This is an optimization exercise on Yosys and OpenROAD, whose aim is small area and a short achievable clock period, not a production implementation. No run shown here included a check of the RTL's function; only the layout flow was run.

==> flow/design.v, too long to show whole: its modules and the start of the top module <==
// module mac_sequencer: 2586 lines
// module mac_fa: 10 lines
// module mac_ha: 9 lines
module mac_sequencer #(
    parameter int ADDR_W = 21,
    parameter int CNT_W  = 4,
    parameter int STRIDE = 8,
    parameter int DATA_W = 64
) (
    input  logic                      clk,
    input  logic                      rst_n,
    input  logic                      start,
    input  logic [ADDR_W-1:0]         start_addr,
    input  logic [CNT_W-1:0]          start_count,
    output logic                      busy,
    output logic [ADDR_W+CNT_W:0]     mir,
    output logic                      mem_req,
    output logic [ADDR_W-1:0]         mem_addr,
    input  logic                      mem_ack,
    input  logic [DATA_W-1:0]         mem_rdata,
    output logic [DATA_W-1:0]         acc_out,
    output logic                      done
);
  // ...
==> flow/run.sh <==
#!/bin/bash
# synth_recipe.tcl (not shown) runs the flow's synth.tcl, then flattens the netlist and writes it again
# the make line also repeats each setting of config.mk as NAME=value (left out here)
make -C /OpenROAD-flow-scripts/flow DESIGN_CONFIG=/design/flow/config.mk WORK_HOME=/design/flow/orfs CLKGATE_MAP_FILE= SYNTH_SCRIPT=/design/flow/synth_recipe.tcl finish
==> flow/config.mk <==
export PLATFORM = sky130hd
export DESIGN_NAME = mac_sequencer
export DESIGN_NICKNAME = mac_sequencer
export VERILOG_FILES = /design/flow/design.v
export SDC_FILE = /design/flow/constraint.sdc
export NUM_CORES = 4
export LEC_CHECK = 0
export ABC_AREA = 1
export CAP_MARGIN = 20
export CORE_MARGIN = 2
export CORE_UTILIZATION = 40
export SLEW_MARGIN = 20
export SYNTH_HIERARCHICAL = 1
export SYNTH_MINIMUM_KEEP_SIZE = 0
==> flow/constraint.sdc <==
create_clock -name core_clock -period 10.0 [get_ports {clk}]
set_input_delay 2.0000 -clock core_clock [delete_from_list [all_inputs] [get_ports {clk}]]
set_output_delay 2.0000 -clock core_clock [all_outputs]
set_load 0.01 [all_outputs]
==> reports/qor.yml, run 1 <==
status:
  outcome: "no timing/DRC/antenna violations"
layout:
  nNonClkBuffers: 288
  mostFrequentLayoutCell: "xor2_1"
  antenna_cells: 0
  nClkBuffers: 75
  finalNetCount: 3940
  drive_above_1_share_pct: 6.89
  final-nonclk-buf-share_pct: 6.77
  multi_input_area_um2: 22700
  nFillCells: 7747
detailed_routing:
  dr_wl_met2_um: 50000
  route.met3.wl_um: 12200
  drcViolationCount: 0
  antenna_left: 0
synth:
  avgSynthCellArea_um2: 10.7
  synth_area_um2: 33800
  synth_cells: 3162
  ys_ff_latch: 439
  synth_compound_area_share_pct: 12.8
  async_flop_share_pct: 21.4
  muxShareOfSynthArea_pct: 0
  synth_adder_area_share_pct: 35.3
clock_network:
  htree_levels: 2
  cts_tree: "yes"
sta:
  period_share_pct: 52.5
  worst_slack_ns: 4.75
setup_path:
  cp-start-kind: "input pin"
  crit_path_frequent_cell: "fa_1"
  worstPathRequired_ns: 10.49
  critical_path_buf_inv_count: 2
  cp_slowest_cell: "nand2_1"
  r2r_start: "ps_q[21]"
place:
  placed_area_um2: 36600
global_routing:
  top_usage_layer: "met2"
  use_met1_pct: 35.8
hold_path:
  hp-start: "acc_q[62]"
floorplan:
  die_x_um: 295
==> inputs of run 2 (changes only) <==
--- a/flow/config.mk
+++ b/flow/config.mk
@@ -9,6 +9,7 @@
 export CAP_MARGIN = 20
 export CORE_MARGIN = 2
 export CORE_UTILIZATION = 40
+export SETUP_SLACK_MARGIN = 4.5
 export SLEW_MARGIN = 20
 export SYNTH_HIERARCHICAL = 1
 export SYNTH_MINIMUM_KEEP_SIZE = 0
==> reports/qor.yml, run 2 <==
status:
  outcome: "no timing/DRC/antenna violations"  # unchanged
sta:
  clock_skew_ns: 0.0232  # unchanged
  timing_hold_violations_final: 0  # unchanged
  slew_violations: 0  # unchanged
  setup_viol: 0  # unchanged
  tightest_slew_ns: 1.14  # unchanged
  totalNegativeSetupSlack_ns: 0  # unchanged
  fmax_ghz: 0.191  # unchanged
  maxSlewHeadroom_pct: 24.1  # unchanged
  period_share_pct: 52.5  # unchanged
  period_needed_ns: 5.25  # unchanged
  rsz0062_at_grt: "false"  # unchanged
setup_path:
  setup.worst_path.start: "mem_rdata[15]"  # unchanged
  r2r_cells: 22  # unchanged
  r2r_start: "ps_q[21]"  # unchanged
  timing_worst_setup_path_type: "in -> reg"  # unchanged
  path_max_fanout: 24  # unchanged
  cp-start-kind: "input pin"  # unchanged
  worstPathRequired_ns: 10.49  # about the same
  timing.rr.end: "acc_q[62]"  # unchanged
  regToRegSetupSlack_ns: 5.11  # about the same
  endpoint_kind: "flop"  # unchanged
  cp-endpoint: "ps_q[178]"  # unchanged
  cp_data_arrival_time_ns: 5.74  # about the same
synth:
  synth-simple-area-share_pct: 4.57  # unchanged
  synth_top_family_by_area: "adder cells"  # unchanged
  async_flop_share_pct: 21.4  # unchanged
  ys.flop_type: "dfxtp_1"  # unchanged
  synth_area_um2: 33800  # unchanged
  synthTopCellsByCount: "542 x xor2_1, 530 x fa_1, 495 x o22ai_1"  # unchanged
  synth_cells: 3162  # unchanged
  synth.distinct_cells: 47  # unchanged
  muxShareOfSynthArea_pct: 0  # unchanged
  synth_area_leaders: "fa_1 31%, dfxtp_1 20%, xor2_1 14%, o22ai_1 9.2%, dfrtp_1 7.0%"  # unchanged
  yosys.area.top_type: "fa_1"  # unchanged
  synth_seq_area_share_pct: 27.4  # unchanged
  ys_ff_latch: 439  # unchanged
  synth_xor_area_share_pct: 14.2  # unchanged
  synth_top_area_share_pct: 31.4  # unchanged
  synth_most_common_cell: "xor2_1"  # unchanged
  synth_adder_area_share_pct: 35.3  # unchanged
  synth-edff-count: 0  # unchanged
  yosys_warnings: 9  # unchanged
  avgSynthCellArea_um2: 10.7  # unchanged
  synth_compound_area_share_pct: 12.8  # unchanged
clock_network:
  root_buffer: "clkbuf_16"  # unchanged
  cts_buffers: 51  # unchanged
  clk_pin_slew_ns: 0.06  # about the same
  cts_hold_buffers: 0  # unchanged
  insertion_delay_ns: 0.63  # about the same
  cts_tree: "yes"  # unchanged
  cts-resized-gates: 0  # unchanged
  cts_sinks: 439  # unchanged
  htree_levels: 2  # unchanged
  cts_setup_buffers: 0  # unchanged
  max-clock-path-buffers: 3  # unchanged
floorplan:
  rows: 106  # unchanged
  die_h_um: 295  # unchanged
  core_area_um2: 83700  # unchanged
  initial_core_util_pct: 40.4  # unchanged
  die_x_um: 295  # unchanged
  num_io_pins: 207  # unchanged
  die_area_um2: 86800  # unchanged
detailed_routing:
  wl_per_cell_um: 25.8  # unchanged
  drt_iter0_drc: 2629  # unchanged
  dr.pass1.iters: 6  # unchanged
  antenna_left: 0  # unchanged
  wirelength_um: 113000  # unchanged
  drcViolationCount: 0  # unchanged
  vias_per_cell: 5.75  # unchanged
  vias: 25200  # unchanged
global_routing:
  antenna_found_initial: 1  # unchanged
  grt_pass1_vias: 26300  # unchanged
  grt_util_all_layers_pct: 26.5  # unchanged
  grt_pass1_wl_um: 171000  # unchanged
  grt-ovfl-total: 0  # unchanged
  grt_max_degree: 82  # unchanged
layout:
  seq_area_um2: 9260  # unchanged
  reg_top3: "ps_q x345, acc_q x64, addr_q x21"  # unchanged
  multi_input_area_um2: 22700  # unchanged
  fin_cells: 4386  # unchanged
  drive_above_1_share_pct: 6.89  # unchanged
  layout_common_cells: "542 x xor2_1, 530 x fa_1, 495 x o22ai_1"  # unchanged
  area_growth_pct: 13.5  # unchanged
  largest_register_ffs: 345  # unchanged
  mostFrequentLayoutCell: "xor2_1"  # unchanged
  utilization_pct: 45.8  # unchanged
  finalNetCount: 3940  # unchanged
  antenna_cells: 0  # unchanged
  regMostFlops: "ps_q"  # unchanged
  nFillCells: 7747  # unchanged
place:
  dp_cells: 4292  # unchanged
  gp_congestion: 0.891  # unchanged
  dp_hpwl_um: 74400  # unchanged
  port_buffers: 206  # unchanged
run:
  cap_violations: 0  # unchanged
hold_path:
  hold_class: "reg -> reg"  # unchanged
-- run 2: worst min path at each step --
stage	depth (start not counted)	from	end	slack (ns)
2_1_floorplan	0	acc_q[0]	ps_q[0]	0.43
3_3_place_gp	0	acc_q[62]	ps_q[342]	0.38
3_5_place_dp	0	acc_q[61]	ps_q[340]	0.39
4_1_cts	0	acc_q[61]	ps_q[340]	0.40
5_1_grt	0	acc_q[6]	ps_q[21]	0.42
6_report	0	acc_q[62]	ps_q[342]	0.40
-- run 2: logic make-up (layout without fill, tap and decap cells) --
| group | count (synthesis) | after routing |
|---|---|---|
| compound gates | 709 | 709 |
| fa+ha+maj | 636 | 636 |
| xor+xnor | 546 | 546 |
| buf+inv | 475 | 549 |
| flops | 439 | 439 |
| simple gates | 356 | 356 |
| other cells | 1 | 17 |
-- run 2: area by class of cell --
cell class / instances / share of cell area, %
clock inverter: 19 / 0.512
timing repair buffer: 288 / 6.77
inverter: 167 / 1.64
sequential: 439 / 24.1
clock buffer: 75 / 4.01
tap: 1134 / 3.70
multi-input combinational: 2264 / 59.2
-- run 2: critical path, cell delays in order --
cell and delay (ns):
buf_2 0.61, nand2_1 0.21, nand2_1 0.76, buf_4 0.35
o22ai_1 0.12, xor2_1 0.21, fa_1 0.48, fa_1 0.55
fa_1 0.42
-- run 2: through the flow --
step           instance area (um2)  hold slack [ns]  setup slack [ns]
3_3_place_gp                 36600            0.384              4.20
3_5_place_dp                 36600            0.387              4.18
6_report                     38300            0.400              4.75
5_1_grt                      38300            0.418              4.59
4_1_cts                      38300            0.402              4.85
2_1_floorplan                33800            0.429              5.39
-- run 2: Yosys stat by module (local to each module, per instance) --
| module | flip-flops and latches | copies in the design | area [um2] | cells |
|---|---|---|---|---|
| mac_sequencer | 439 | 1 | 23200 | 2618 |
| mac_ha | 0 | 44 | 12.5 | 1 |
| mac_fa | 0 | 500 | 20.0 | 1 |
-- run 2: per-layer routing --
layer	wire length, um	global-route usage, %	vias up
li1	-	-	10700
met1	46700	35.8	12700
met2	50000	40.8	1528
met3	12200	7.08	309
met4	4460	9.84	0
met5	0	0	-
==> inputs of run 3 (changes only) <==
--- a/flow/config.mk
+++ b/flow/config.mk
@@ -9,7 +9,7 @@
 export CAP_MARGIN = 20
 export CORE_MARGIN = 2
 export CORE_UTILIZATION = 40
-export SETUP_SLACK_MARGIN = 4.5
+export SETUP_SLACK_MARGIN = 5
 export SLEW_MARGIN = 20
 export SYNTH_HIERARCHICAL = 1
 export SYNTH_MINIMUM_KEEP_SIZE = 0
==> reports/qor.yml, run 3 <==
detailed_routing:
  wl_per_cell_um: 25.8  # about the same
  vias_per_cell: 5.76  # was 5.75
  wirelength_um: 113000  # about the same
  dr.pass1.iters: 5  # was 6
  drt_iter0_drc: 2610  # was 2629
  vias: 25300  # was 25200
  drcViolationCount: 0  # unchanged
  antenna_left: 0  # unchanged
sta:
  maxSlewHeadroom_pct: 18.5  # was 24.1%
  clock_skew_ns: 0.0294  # was 0.0232 ns
  rsz0062_at_grt: "false"  # unchanged
  tightest_slew_ns: 1.22  # was 1.14 ns
  fmax_ghz: 0.202  # was 0.191 GHz
  period_needed_ns: 4.96  # was 5.25 ns
  slew_violations: 0  # unchanged
  timing_hold_violations_final: 0  # unchanged
  totalNegativeSetupSlack_ns: 0  # unchanged
  period_share_pct: 49.6  # was 52.5%
  setup_viol: 0  # unchanged
  worst_slack_ns: 5.04  # was 4.75 ns
layout:
  reg_top3: "ps_q x345, acc_q x64, addr_q x21"  # unchanged
  layout_common_cells: "542 x xor2_1, 530 x fa_1, 495 x o22ai_1"  # unchanged
  largest_register_ffs: 345  # unchanged
  utilization_pct: 46.0  # was 45.8%
  mostFrequentLayoutCell: "xor2_1"  # unchanged
  finalNetCount: 3942  # was 3940
  antenna_cells: 0  # unchanged
  drive_above_1_share_pct: 7.16  # was 6.89%
  nFillCells: 7740  # was 7747
  area_growth_pct: 13.9  # was 13.5%
  regMostFlops: "ps_q"  # unchanged
floorplan:
  core_area_um2: 83700  # unchanged
  die_x_um: 295  # unchanged
  rows: 106  # unchanged
  die_area_um2: 86800  # unchanged
  num_io_pins: 207  # unchanged
  die_h_um: 295  # unchanged
  initial_core_util_pct: 40.4  # unchanged
synth:
  synth_top_area_share_pct: 31.4  # unchanged
  synth_most_common_cell: "xor2_1"  # unchanged
  ys_ff_latch: 439  # unchanged
  avgSynthCellArea_um2: 10.7  # unchanged
  ys.flop_type: "dfxtp_1"  # unchanged
  synth.distinct_cells: 47  # unchanged
  synth_seq_area_share_pct: 27.4  # unchanged
  yosys.area.top_type: "fa_1"  # unchanged
  synth_area_um2: 33800  # unchanged
  synth_area_leaders: "fa_1 31%, dfxtp_1 20%, xor2_1 14%, o22ai_1 9.2%, dfrtp_1 7.0%"  # unchanged
  synthTopCellsByCount: "542 x xor2_1, 530 x fa_1, 495 x o22ai_1"  # unchanged
  async_flop_share_pct: 21.4  # unchanged
  synth-edff-count: 0  # unchanged
  yosys_warnings: 9  # unchanged
  synth_cells: 3162  # unchanged
setup_path:
  critical_path_buf_inv_count: 3  # was 2
  worstPathRequired_ns: 10.48  # was 10.49 ns
  endpoint_kind: "flop"  # unchanged
  crit_chain: "clkdlybuf4s50_1 > nor2_1 > inv_1 > nand2_1 > buf_4 > o22ai_1 > xor2_1 > fa_1 > fa_1 > fa_1"  # was buf_2 > nand2_1 > nand2_1 > buf_4 > o22ai_1 > xor2_1 > fa_1 > fa_1 > fa_1
  cp_data_arrival_time_ns: 5.44  # was 5.74 ns
  critPathMaxStageDelay_ns: 0.56  # was 0.76 ns
  cp_slowest_cell: "buf_4"  # was nand2_1
  timing_worst_setup_path_type: "in -> reg"  # unchanged
  crit_path_frequent_cell: "fa_1"  # unchanged
  path_max_fanout: 32  # was 24
  critPathTopFamily: "adder cells"  # unchanged
  cp-start-kind: "input pin"  # unchanged
clock_network:
  clk_pin_slew_ns: 0.06  # about the same
  max-clock-path-buffers: 3  # unchanged
  root_buffer: "clkbuf_16"  # unchanged
  cts_tree: "yes"  # unchanged
  cts_buffers: 51  # unchanged
  htree_levels: 2  # unchanged
  cts_sinks: 439  # unchanged
  cts_hold_buffers: 0  # unchanged
  insertion_delay_ns: 0.63  # about the same
global_routing:
  grt_max_degree: 82  # unchanged
  grt_pass1_vias: 26300  # about the same
  grt-ovfl-total: 0  # unchanged
  antenna_found_initial: 1  # unchanged
  grt_util_all_layers_pct: 26.5  # about the same
  grt_pass1_wl_um: 171000  # about the same
place:
  gp_congestion: 0.891  # unchanged
  dp_hpwl_um: 74400  # unchanged
  port_buffers: 206  # unchanged
  dp_slack_ns: 4.18  # unchanged
run:
  cap_violations: 0  # unchanged
status:
  outcome: "no timing/DRC/antenna violations"  # unchanged
hold_path:
  hold_class: "reg -> reg"  # unchanged
## run 3: worst reg2reg max path: stages (launching register included)
cell     delay (ns)
dfxtp_1        0.38
fa_1           0.61
fa_1           0.44
fa_1           0.53
ha_1           0.35
a21o_1         0.18
nor2_1         0.18
nand2_1        0.09
a21oi_1        0.35
nand2_8        0.14
nand2_1        0.14
nand2_4        0.12
nand2_1        0.12
nand2_2        0.08
nand2_1        0.07
nand2_1        0.08
a21oi_2        0.16
fa_1           0.42
o21ai_1        0.12
## run 3: area by class of cell
class	instances	area [um2]	share of cell area [%]
Tap cell	1134	1420	3.69
Sequential cell	439	9260	24.1
Inverter	167	628	1.63
Clock inverter	19	196	0.511
Multi-Input combinational cell	2264	22800	59.2
Timing Repair Buffer	290	2650	6.89
Clock buffer	75	1540	4.00
## run 3: final timing paths
check | end | startpoint | cells past startpoint | slack, ns
max in group asynchronous | addr_q[7] | rst_n | 2 | 7.37
setup / recovery | ps_q[184] | mem_rdata[12] | 10 | 5.04
setup reg to reg | acc_q[62] | ps_q[170] | 18 | 5.33
min in group asynchronous | acc_q[29] | rst_n | 1 | 1.45
hold / removal | ps_q[342] | acc_q[62] | 0 | 0.40
hold reg to reg | ps_q[342] | acc_q[62] | 0 | 0.40
## run 3: modules after synthesis, one instance, submodules excluded
module / area [um2] / copies in the design / flip-flops and latches
mac_ha: 12.5 / 44 / 0
mac_fa: 20.0 / 500 / 0
mac_sequencer: 23200 / 1 / 439
## run 3: repair_timing
item,CTS,global route
resized for setup,4,23
pin swaps,0,1
setup endpoints to repair,16,49
setup buffers,0,2
## run 3: metal layers
metal  track usage [%]  vias to the layer above  part of all wire, %
met4              9.98                        0                  3.9
met3              7.23                      319                   11
li1                  -                    10700                    -
met1              35.7                    12700                   41
met5                 0                        -                    0
met2              40.7                     1602                   44
## run 3: cell families (layout without fill, tap and decap cells)
group,Yosys count,count (layout),synth area share (%)
AOI/OAI and AO/OA,709,709,12.8
adders and majority gates,636,636,35.3
xor gates and xnor gates,546,546,14.2
buffers and inverters,475,551,5.73
DFF,439,439,27.4
and+or+nand+nor,356,356,4.57
other,1,17,0.0111
## run 3: metrics by stage
step | hold slack (ns) | cell area (um2) | instances
3_5_place_dp | 0.387 | 36600 | 4292
3_3_place_gp | 0.384 | 36600 | 4292
5_1_grt | 0.418 | 38500 | 4388
4_1_cts | 0.402 | 38400 | 4386
6_report | 0.400 | 38500 | 4388
2_1_floorplan | 0.429 | 33800 | 3178
==> inputs of run 4 (changes only) <==
--- a/flow/config.mk
+++ b/flow/config.mk
@@ -8,7 +8,8 @@
 export ABC_AREA = 1
 export CAP_MARGIN = 20
 export CORE_MARGIN = 2
-export CORE_UTILIZATION = 40
+export CORE_UTILIZATION = 60
+export CTS_BUF_LIST = sky130_fd_sc_hd__clkbuf_8
 export SETUP_SLACK_MARGIN = 5
 export SLEW_MARGIN = 20
 export SYNTH_HIERARCHICAL = 1
==> reports/qor.yml, run 4 <==
setup_path:
  cp_data_arrival_time_ns: 5.61  # was 5.44 ns
  endpoint_kind: "flop"  # unchanged
  path_max_fanout: 39  # was 32
  crit_path_frequent_cell: "fa_1"  # unchanged
  critPathMaxStageDelay_ns: 0.68  # was 0.56 ns
  timing_worst_setup_path_type: "in -> reg"  # unchanged
  critPathTopFamily: "adder cells"  # unchanged
  worstPathRequired_ns: 10.59  # was 10.48 ns
  critical_path_buf_inv_count: 3  # unchanged
  cp_slowest_cell: "buf_4"  # unchanged
  cp-start-kind: "input pin"  # unchanged
  crit_chain: "buf_2 > buf_4 > nor2_1 > a21oi_2 > buf_4 > o22ai_1 > xor2_1 > fa_1 > fa_1 > fa_1"  # was clkdlybuf4s50_1 > nor2_1 > inv_1 > nand2_1 > buf_4 > o22ai_1 > xor2_1 > fa_1 > fa_1 > fa_1
floorplan:
  num_io_pins: 207  # unchanged
  die_x_um: 241  # was 295 um
  rows: 86  # was 106
  die_area_um2: 58200  # was 86800 um2
  initial_core_util_pct: 61.0  # was 40.4%
  die_h_um: 241  # was 295 um
  core_area_um2: 55400  # was 83700 um2
sta:
  period_needed_ns: 5.03  # was 4.96 ns
  maxSlewHeadroom_pct: 29.6  # was 18.5%
  totalNegativeSetupSlack_ns: 0  # unchanged
  period_share_pct: 50.3  # was 49.6%
  slew_violations: 0  # unchanged
  clock_skew_ns: 0.0435  # was 0.0294 ns
  setup_viol: 0  # unchanged
  tightest_slew_ns: 1.05  # was 1.22 ns
  fmax_ghz: 0.199  # was 0.202 GHz
  rsz0062_at_grt: "false"  # unchanged
  timing_hold_violations_final: 0  # unchanged
global_routing:
  grt-ovfl-total: 0  # unchanged
  antenna_found_initial: 1  # unchanged
  grt_pass1_vias: 27600  # was 26300
  grt_max_degree: 70  # was 82
  grt_util_all_layers_pct: 39.4  # was 26.5%
  grt_pass1_wl_um: 168000  # was 171000 um
synth:
  ys.flop_type: "dfxtp_1"  # unchanged
  synthTopCellsByCount: "542 x xor2_1, 530 x fa_1, 495 x o22ai_1"  # unchanged
  ys_ff_latch: 439  # unchanged
  synth.distinct_cells: 47  # unchanged
  synth_top_area_share_pct: 31.4  # unchanged
  synth_most_common_cell: "xor2_1"  # unchanged
  synth_area_um2: 33800  # unchanged
  yosys.area.top_type: "fa_1"  # unchanged
  yosys_warnings: 9  # unchanged
  synth_cells: 3162  # unchanged
  avgSynthCellArea_um2: 10.7  # unchanged
  synth-edff-count: 0  # unchanged
  synth_area_leaders: "fa_1 31%, dfxtp_1 20%, xor2_1 14%, o22ai_1 9.2%, dfrtp_1 7.0%"  # unchanged
  synth_seq_area_share_pct: 27.4  # unchanged
  async_flop_share_pct: 21.4  # unchanged
place:
  placed_area_um2: 36100  # was 36600 um2
  gp_congestion: 0.907  # was 0.891
  dp_hpwl_um: 72700  # was 74400 um
  port_buffers: 206  # unchanged
detailed_routing:
  drt_iter0_drc: 3283  # was 2610
  dr.pass1.iters: 6  # was 5
  routed.top_layer: "met4"  # unchanged
  vias: 26500  # was 25300
  wl_per_cell_um: 27.9  # was 25.8 um
  dr_wl_met2_um: 49500  # was 50200 um
  wirelength_um: 113000  # about the same
  route.met3.wl_um: 15400  # was 12600 um
  drcViolationCount: 0  # unchanged
  wl_met1_um: 42500  # was 46200 um
  antenna_left: 0  # unchanged
  vias_per_cell: 6.53  # was 5.76
layout:
  mostFrequentLayoutCell: "xor2_1"  # unchanged
  layout_common_cells: "540 x xor2_1, 530 x fa_1, 494 x o22ai_1"  # was 542 x xor2_1, 530 x fa_1, 495 x o22ai_1
  largest_register_ffs: 345  # unchanged
  fin_area_um2: 38000  # was 38500 um2
  finalNetCount: 3968  # was 3942
  drive_above_1_share_pct: 8.29  # was 7.16%
  nFillCells: 4265  # was 7740
  area_growth_pct: 12.6  # was 13.9%
  reg_top3: "ps_q x345, acc_q x64, addr_q x21"  # unchanged
  regMostFlops: "ps_q"  # unchanged
hold_path:
  hold_class: "reg -> reg"  # unchanged
clock_network:
  cts_buffers: 81  # was 51
  cts_tree: "yes"  # unchanged
  insertion_delay_ns: 0.72  # was 0.63 ns
  htree_levels: 3  # was 2
  root_buffer: "clkbuf_8"  # was clkbuf_16
  cts_sinks: 439  # unchanged
  clk_pin_slew_ns: 0.06  # about the same
  max-clock-path-buffers: 3  # unchanged
run:
  cap_violations: 0  # unchanged
status:
  outcome: "no timing/DRC/antenna violations"  # unchanged
run 4: cell types whose count changed in the layout (fill, tap and decap cells not counted), sizes merged:
cell,delta
clkbuf,+23
inv,+22
bufinv,+5
buf,-2
clkinv,+2
clkinvlp,+2
diode,+1
run 4: path summary, 6_finish.rpt:
path	from	end	slack, ns	cells past startpoint
setup / recovery	mem_rdata[7]	ps_q[172]	4.97	10
hold / removal	acc_q[5]	ps_q[17]	0.40	0
setup reg to reg	ps_q[17]	acc_q[30]	5.27	17
hold reg to reg	acc_q[5]	ps_q[17]	0.40	0
max in group asynchronous	rst_n	addr_q[9]	7.48	2
min in group asynchronous	rst_n	acc_q[18]	1.27	1
run 4: per-layer routing:
layer	vias to the layer above	GRT usage, %
li1	10800	-
met1	13200	52.2
met2	2045	58.8
met3	494	13.7
met4	0	18.1
met5	-	0
run 4: Yosys stat by module, one instance, submodules excluded:
module         flip-flops and latches  cells
mac_sequencer                     439   2618
mac_ha                              0      1
mac_fa                              0      1
run 4: area by class of cell:
class	count	area, um2	area share (%)
Multi-Input combinational cell	2264	22800	59.9
Sequential cell	439	9260	24.3
Timing Repair Buffer	286	2620	6.88
Clock buffer	100	1380	3.62
Tap cell	748	936	2.46
Inverter	167	628	1.65
Clock inverter	50	452	1.19
Antenna cell	1	2.50	0.00658
run 4: kinds of logic after synthesis:
| group | count (synthesis) | share of synthesized area, % |
|---|---|---|
| adders and majority gates | 636 | 35.3 |
| xor gates and xnor gates | 546 | 14.2 |
| other | 1 | 0.0111 |
| and+or+nand+nor | 356 | 4.57 |
| AOI/OAI and AO/OA | 709 | 12.8 |
| buffers and inverters | 475 | 5.73 |
| DFF | 439 | 27.4 |
run 4: what timing repair did:
action                                  CTS  global route
pin swaps                                 0             2
hold buffers                              0             0
endpoints found under the setup margin    3            44
buffers inserted                          0             1
gates resized for setup                   1            15
run 4: metrics by stage:
stage	instances	hold WS (ns)	setup slack (ns)	util, %
after floorplan	3178	0.429	5.39	-
after global placement	3903	0.381	4.30	65.2
after detailed placement	3903	0.381	4.22	65.2
after CTS	4053	0.399	5.04	68.5
after global routing	4055	0.406	4.99	68.6
final	4055	0.398	4.97	68.6
==> inputs of run 5 (changes only) <==
==> flow/flow/run.sh (new file) <==
#!/bin/bash
# Standard ORFS layout, with a tighter setup target for repair_timing and the
# smallest buffer on the ports.
set -uo pipefail
bash standard.sh SETUP_SLACK_MARGIN=6 'BUFFER_PORTS_ARGS=-buffer_cell sky130_fd_sc_hd__buf_1' finish > make_finish.log 2>&1
==> flow/standard.sh (new file) <==
#!/bin/bash
# synth_recipe.tcl (not shown) runs the flow's synth.tcl, then flattens the netlist and writes it again
# the make line also repeats each setting of config.mk as NAME=value (left out here)
make -C /OpenROAD-flow-scripts/flow DESIGN_CONFIG=/design/flow/config.mk WORK_HOME=/design/flow/orfs CLKGATE_MAP_FILE= SYNTH_SCRIPT=/design/flow/synth_recipe.tcl "${@:-finish}"
--- a/flow/config.mk
+++ b/flow/config.mk
@@ -8,9 +8,7 @@
 export ABC_AREA = 1
 export CAP_MARGIN = 20
 export CORE_MARGIN = 2
-export CORE_UTILIZATION = 60
-export CTS_BUF_LIST = sky130_fd_sc_hd__clkbuf_8
-export SETUP_SLACK_MARGIN = 5
+export CORE_UTILIZATION = 40
 export SLEW_MARGIN = 20
 export SYNTH_HIERARCHICAL = 1
 export SYNTH_MINIMUM_KEEP_SIZE = 0
removed: flow/run.sh
==> reports/qor.yml, run 5 <==
status:
  outcome: "no timing/DRC/antenna violations"  # unchanged
place:
  gp_congestion: 0.912  # was 0.907
  placed_area_um2: 35800  # was 36100 um2
  port_buffers: 206  # unchanged
  dp_hpwl_um: 75300  # was 72700 um
layout:
  fin_area_um2: 42800  # was 38000 um2
  mostFrequentLayoutCell: "xor2_1"  # unchanged
  utilization_pct: 51.2  # was 68.6%
  drive_above_1_share_pct: 22.4  # was 8.29%
  finalNetCount: 4163  # was 3968
  largest_register_ffs: 345  # unchanged
  regMostFlops: "ps_q"  # unchanged
  area_growth_pct: 26.8  # was 12.6%
  layout_common_cells: "522 x xor2_1, 449 x fa_1, 438 x o22ai_1"  # was 540 x xor2_1, 530 x fa_1, 494 x o22ai_1
  reg_top3: "ps_q x345, acc_q x64, addr_q x21"  # unchanged
floorplan:
  core_area_um2: 83700  # was 55400 um2
  initial_core_util_pct: 40.4  # was 61.0%
  die_x_um: 295  # was 241 um
  rows: 106  # was 86
  die_h_um: 295  # was 241 um
  num_io_pins: 207  # unchanged
  die_area_um2: 86800  # was 58200 um2
setup_path:
  worstPathRequired_ns: 10.48  # was 10.59 ns
  r2r_cells: 15  # was 17
  cp_slowest_cell: "dfxtp_1"  # was buf_4
  cp-start-kind: "flop"  # was input pin
  timing_worst_setup_path_type: "reg -> reg"  # was in -> reg
  regToRegSetupSlack_ns: 5.70  # was 5.27 ns
  path_max_fanout: 3  # was 39
  timing.rr.end: "acc_q[58]"  # was acc_q[30]
  critPathMaxStageDelay_ns: 0.53  # was 0.68 ns
  critPathTopFamily: "adder cells"  # unchanged
  critical_path_buf_inv_count: 2  # was 3
  crit_chain: "fa_1 > fa_1 > fa_1 > ha_1 > nand4_1 > buf_4 > nor4_4 > nand2_4 > nand2_8 > nand2_4 > nand2_4 > inv_4 > o21a_1 > fa_2 > o21ai_0"  # was buf_2 > buf_4 > nor2_1 > a21oi_2 > buf_4 > o22ai_1 > xor2_1 > fa_1 > fa_1 > fa_1
  endpoint_kind: "flop"  # unchanged
  cp_data_arrival_time_ns: 4.79  # was 5.61 ns
  r2r_start: "ps_q[176]"  # was ps_q[17]
detailed_routing:
  vias: 27900  # was 26500
  wl_per_cell_um: 28.2  # was 27.9 um
  vias_per_cell: 6.05  # was 6.53
  wirelength_um: 130000  # was 113000 um
  antenna_left: 0  # unchanged
  dr.pass1.iters: 10  # was 6
  drcViolationCount: 0  # unchanged
  drt_iter0_drc: 3650  # was 3283
sta:
  slew_violations: 0  # unchanged
  fmax_ghz: 0.232  # was 0.199 GHz
  totalNegativeSetupSlack_ns: 0  # unchanged
  period_needed_ns: 4.30  # was 5.03 ns
  tightest_slew_ns: 0.871  # was 1.05 ns
  setup_viol: 0  # unchanged
  maxSlewHeadroom_pct: 41.9  # was 29.6%
  clock_skew_ns: 0.0346  # was 0.0435 ns
  hold_ws_ns: 0.392  # was 0.398 ns
  rsz0062_at_grt: "true"  # was false
  timing_hold_violations_final: 0  # unchanged
  period_share_pct: 43.0  # was 50.3%
clock_network:
  root_buffer: "clkbuf_16"  # was clkbuf_8
  cts_buffers: 51  # was 81
  cts_sinks: 439  # unchanged
  cts_tree: "yes"  # unchanged
  htree_levels: 2  # was 3
  clk_pin_slew_ns: 0.07  # was 0.06 ns
  max-clock-path-buffers: 3  # unchanged
  insertion_delay_ns: 0.66  # was 0.72 ns
global_routing:
  antenna_found_initial: 7  # was 1
  grt_util_all_layers_pct: 29.6  # was 39.4%
  grt_pass1_vias: 28200  # was 27600
  use_met1_pct: 37.1  # was 52.2%
  top_usage_layer: "met2"  # unchanged
  grt-ovfl-total: 0  # unchanged
  grt_pass1_wl_um: 188000  # was 168000 um
  use_met3_pct: 12.4  # was 13.7%
  grt_use_met2_pct: 43.5  # was 58.8%
  grt_max_degree: 82  # was 70
hold_path:
  hold_end: "ps_q[337]"  # was ps_q[17]
  min_path_cells: 0  # unchanged
  hp-start: "acc_q[60]"  # was acc_q[5]
  hold_class: "reg -> reg"  # unchanged
run:
  cap_violations: 0  # unchanged
synth:
  synth_top_area_share_pct: 31.4  # unchanged
  async_flop_share_pct: 21.4  # unchanged
  synth_most_common_cell: "xor2_1"  # unchanged
  yosys.area.top_type: "fa_1"  # unchanged
  yosys_warnings: 9  # unchanged
  synthTopCellsByCount: "542 x xor2_1, 530 x fa_1, 495 x o22ai_1"  # unchanged
  synth_area_leaders: "fa_1 31%, dfxtp_1 20%, xor2_1 14%, o22ai_1 9.2%, dfrtp_1 7.0%"  # unchanged
  synth_area_um2: 33800  # unchanged
  ys_ff_latch: 439  # unchanged
  synth_seq_area_share_pct: 27.4  # unchanged
  avgSynthCellArea_um2: 10.7  # unchanged
  synth.distinct_cells: 47  # unchanged
  synth_cells: 3162  # unchanged
  synth-edff-count: 0  # unchanged
  ys.flop_type: "dfxtp_1"  # unchanged
==> run 5: cell counts after synthesis <==
No cell type changed its count.
==> run 5: repair_timing <==
item / CTS / global route
setup endpoints to repair: 263 / 118
hold buffers: 0 / 0
gates resized for setup: 362 / 226
gates cloned: 42 / 2
pin swaps: 93 / 147
buffers inserted: 119 / 60
==> run 5: per-module statistics from Yosys, one instance, submodules excluded <==
module	flops+latches	cells	cell area [um2]
mac_fa	0	1	20.0
mac_sequencer	439	2618	23200
mac_ha	0	1	12.5
==> run 5: worst max-delay path by stage <==
stage	to	startpoint	cells after the start
after floorplan	ps_q[172]	mem_rdata[11]	10
after global placement	ps_q[178]	mem_rdata[19]	10
after detailed placement	ps_q[178]	mem_rdata[5]	9
after CTS	acc_q[51]	ps_q[26]	22
after global routing	acc_q[47]	ps_q[22]	22
final	acc_q[58]	ps_q[176]	15
==> run 5: routing by layer <==
metal	up-vias	share of wire [%]
met5	-	0.11
met4	12	7.0
met3	704	14
met2	2161	42
met1	13900	37
li1	11200	-
==> run 5: final cells by class <==
type,count,area [um2]
diodes,3,7.51
clock buffers,73,1530
clock inverters,23,235
fillers,7150,40900
inverters,167,647
multi-input cells,2267,24700
flip-flops and latches,439,9270
well taps,1134,1420
repair buffers,508,5030
==> run 5: per-stage QoR <==
| stage | cells | worst slack (ns) |
|---|---|---|
| CTS | 4549 | 5.63 |
| global route | 4611 | 5.58 |
| detailed placement | 4292 | 4.17 |
| finish | 4614 | 5.70 |
| floorplan | 3178 | 5.61 |
| global placement | 4292 | 4.25 |
==> run 5: logic make-up (layout without fill, tap and decap cells) <==
group                    count (synthesis)  after routing  share of synthesized area [%]
AO/OA/AOI/OAI                          709            709                           12.8
XOR/XNOR                               546            546                           14.2
adder cells (fa/ha/maj)                636            636                           35.3
buffers and inverters                  475            771                           5.73
flip-flops                             439            439                           27.4
other                                    1             20                         0.0111
AND/OR/NAND/NOR                        356            359                           4.57
==> inputs of run 6 (changes only) <==
==> flow/flow/run.sh (replaced) <==
#!/bin/bash
# Standard ORFS layout, with a tighter setup target for repair_timing and the
# smallest buffer on the ports.
set -uo pipefail
bash standard.sh SETUP_SLACK_MARGIN=5 'BUFFER_PORTS_ARGS=-buffer_cell sky130_fd_sc_hd__buf_1' finish > make_finish.log 2>&1
==> reports/qor.yml, run 6 <==
status:
  outcome: "no timing/DRC/antenna violations"  # unchanged
clock_network:
  cts_setup_buffers: 0  # was 119
  cts_hold_buffers: 0  # unchanged
  root_buffer: "clkbuf_16"  # unchanged
  clk_pin_slew_ns: 0.07  # about the same
  cts_sinks: 439  # unchanged
  cts_buffers: 50  # was 51
  cts_tree: "yes"  # unchanged
  htree_levels: 2  # unchanged
  max-clock-path-buffers: 3  # unchanged
  insertion_delay_ns: 0.63  # was 0.66 ns
sta:
  period_needed_ns: 5.00  # was 4.30 ns
  period_share_pct: 50.0  # was 43.0%
  slew_violations: 0  # unchanged
  timing_hold_violations_final: 0  # unchanged
  totalNegativeSetupSlack_ns: 0  # unchanged
  maxSlewHeadroom_pct: 35.3  # was 41.9%
  tightest_slew_ns: 0.971  # was 0.871 ns
  rsz0062_at_grt: "false"  # was true
  hold_ws_ns: 0.398  # was 0.392 ns
  setup_viol: 0  # unchanged
  fmax_ghz: 0.200  # was 0.232 GHz
  clock_skew_ns: 0.0261  # was 0.0346 ns
layout:
  drive_above_1_share_pct: 7.29  # was 22.4%
  fin_area_um2: 37300  # was 42800 um2
  reg_top3: "ps_q x345, acc_q x64, addr_q x21"  # unchanged
  area_growth_pct: 10.4  # was 26.8%
  mostFrequentLayoutCell: "xor2_1"  # unchanged
  regMostFlops: "ps_q"  # unchanged
  finalNetCount: 3939  # was 4163
  antenna_cells: 0  # was 3
  largest_register_ffs: 345  # unchanged
  utilization_pct: 44.6  # was 51.2%
  layout_common_cells: "542 x xor2_1, 529 x fa_1, 495 x o22ai_1"  # was 522 x xor2_1, 449 x fa_1, 438 x o22ai_1
synth:
  avgSynthCellArea_um2: 10.7  # unchanged
  synth_cells: 3162  # unchanged
  synth.distinct_cells: 47  # unchanged
  synth_top_area_share_pct: 31.4  # unchanged
  ys.flop_type: "dfxtp_1"  # unchanged
  async_flop_share_pct: 21.4  # unchanged
  synth-edff-count: 0  # unchanged
  synth-simple-area-share_pct: 4.57  # unchanged
  synth_most_common_cell: "xor2_1"  # unchanged
  synth_top_family_by_area: "adder cells"  # unchanged
  yosys_warnings: 9  # unchanged
  synth_area_um2: 33800  # unchanged
  synth_seq_area_share_pct: 27.4  # unchanged
  synth_area_leaders: "fa_1 31%, dfxtp_1 20%, xor2_1 14%, o22ai_1 9.2%, dfrtp_1 7.0%"  # unchanged
  yosys.area.top_type: "fa_1"  # unchanged
  synth_adder_area_share_pct: 35.3  # unchanged
  ys_ff_latch: 439  # unchanged
  synth_xor_area_share_pct: 14.2  # unchanged
  synth_compound_area_share_pct: 12.8  # unchanged
  muxShareOfSynthArea_pct: 0  # unchanged
  synthTopCellsByCount: "542 x xor2_1, 530 x fa_1, 495 x o22ai_1"  # unchanged
setup_path:
  path_max_fanout: 39  # was 3
  timing_worst_setup_path_type: "in -> reg"  # was reg -> reg
  cp-start-kind: "input pin"  # was flop
  r2r_cells: 21  # was 15
  endpoint_kind: "flop"  # unchanged
  worstPathRequired_ns: 10.50  # was 10.48 ns
  cp_data_arrival_time_ns: 5.50  # was 4.79 ns
floorplan:
  rows: 106  # unchanged
  initial_core_util_pct: 40.4  # unchanged
  die_area_um2: 86800  # unchanged
  core_area_um2: 83700  # unchanged
  num_io_pins: 207  # unchanged
  die_h_um: 295  # unchanged
  die_x_um: 295  # unchanged
hold_path:
  hold_class: "reg -> reg"  # unchanged
  min_path_cells: 0  # unchanged
place:
  gp_congestion: 0.909  # was 0.912
  port_buffers: 206  # unchanged
  dp_hpwl_um: 74600  # was 75300 um
  placed_area_um2: 35400  # was 35800 um2
global_routing:
  antenna_found_initial: 3  # was 7
  grt_pass1_vias: 26300  # was 28200
  grt_pass1_wl_um: 170000  # was 188000 um
  grt_max_degree: 82  # unchanged
  grt-ovfl-total: 0  # unchanged
  grt_util_all_layers_pct: 26.2  # was 29.6%
detailed_routing:
  dr.pass1.iters: 5  # was 10
  wirelength_um: 112000  # was 130000 um
  drt_iter0_drc: 2678  # was 3650
  vias_per_cell: 5.78  # was 6.05
  antenna_left: 0  # unchanged
  drcViolationCount: 0  # unchanged
  vias: 25400  # was 27900
  wl_per_cell_um: 25.6  # was 28.2 um
run:
  cap_violations: 0  # unchanged
run 6: cell counts after synthesis:
No cell type changed its count.
run 6: timing repair:
action                                  4_1_cts  5_1_grt
endpoints found under the setup margin       26       32
pin swaps                                     0        1
resized for setup                             7       17
run 6: cell families after synthesis:
group                      after synthesis
AOI/OAI and AO/OA                      709
adders and majority gates              636
xor gates and xnor gates               546
buffers and inverters                  475
DFF                                    439
and+or+nand+nor                        356
other                                    1
run 6: layout make-up:
class,instances,area [um2]
Timing Repair Buffer,288,1450
Clock inverter,19,208
Clock buffer,75,1580
Inverter,167,628
Sequential cell,439,9260
Multi-Input combinational cell,2264,22800
Tap cell,1134,1420
Fill cell,7834,46400
run 6: through the flow:
stage,std cells,setup WS (ns)
2_1_floorplan,3178,5.39
3_3_place_gp,4292,4.25
3_5_place_dp,4292,4.16
4_1_cts,4386,4.99
5_1_grt,4386,5.01
6_report,4386,5.00
run 6: worst max-delay path: stages:
cell and delay (ns):
clkbuf_2 0.09, buf_6 0.48, nor2_1 0.20, a21oi_2 0.17, buf_4 0.51, o22ai_1 0.18
xor2_1 0.20, fa_1 0.58, fa_1 0.59, fa_1 0.44
run 6: path summary, 6_finish.rpt:
check | from | endpoint | slack (ns)
max in group asynchronous | rst_n | acc_q[56] | 7.31
min reg2reg | acc_q[62] | ps_q[342] | 0.40
max | mem_rdata[9] | ps_q[172] | 5.00
min in group asynchronous | rst_n | acc_q[31] | 1.44
min | acc_q[62] | ps_q[342] | 0.40
max reg2reg | ps_q[21] | acc_q[63] | 5.33
run 6: Yosys stat by module, one instance, submodules excluded:
module         cells  cell area [um2]  flops+latches
mac_ha             1             12.5              0
mac_sequencer   2618            23200            439
mac_fa             1             20.0              0
run 6: metal layers:
metal / vias to the layer above / wire length [um] / global-route usage, %
li1: 10700 / - / -
met1: 12700 / 44900 / 35.1
met2: 1597 / 50800 / 40.5
met3: 352 / 12400 / 7.21
met4: 6 / 4420 / 9.58
met5: - / 46 / 0

afterwards: timing with drivers on the ports:
How much do the figures lean on ideal ports? The routed layouts below were timed once more, with nothing changed but the port constraints.
Step 1 assumes that a clkbuf_16 drives the clock port and a buf_2 every other input.
Step 2, shift: input delay + t, output delay - t, t = (earliest + latest rising clock arrival at the registers) / 2. This alone moves slack from input paths to output paths.
Slacks: no drivers / after step 1 / after step 2; pairs: no drivers / after step 1.
run | t (ns) | setup WS [ns] | worst register clock-pin slew, ns
run 1 | 0.685 | 4.751 / 4.795 / 4.110 | 0.07 / 0.07
run 2 | 0.685 | 4.751 / 4.795 / 4.110 | 0.07 / 0.07
run 3 | 0.684 | 5.042 / 5.069 / 4.385 | 0.07 / 0.07
run 4 | 0.753 | 4.975 / 5.010 / 4.257 | 0.07 / 0.07
run 5 | 0.718 | 5.696 / 5.598 / 4.880 | 0.07 / 0.07
run 6 | 0.681 | 5.004 / 5.047 / 4.366 | 0.07 / 0.07
After both steps setup and hold are still met in every run listed. For run 5, which loses most, drivers alone change the setup slack by -0.098 ns; drivers and shift together by -0.816 ns.
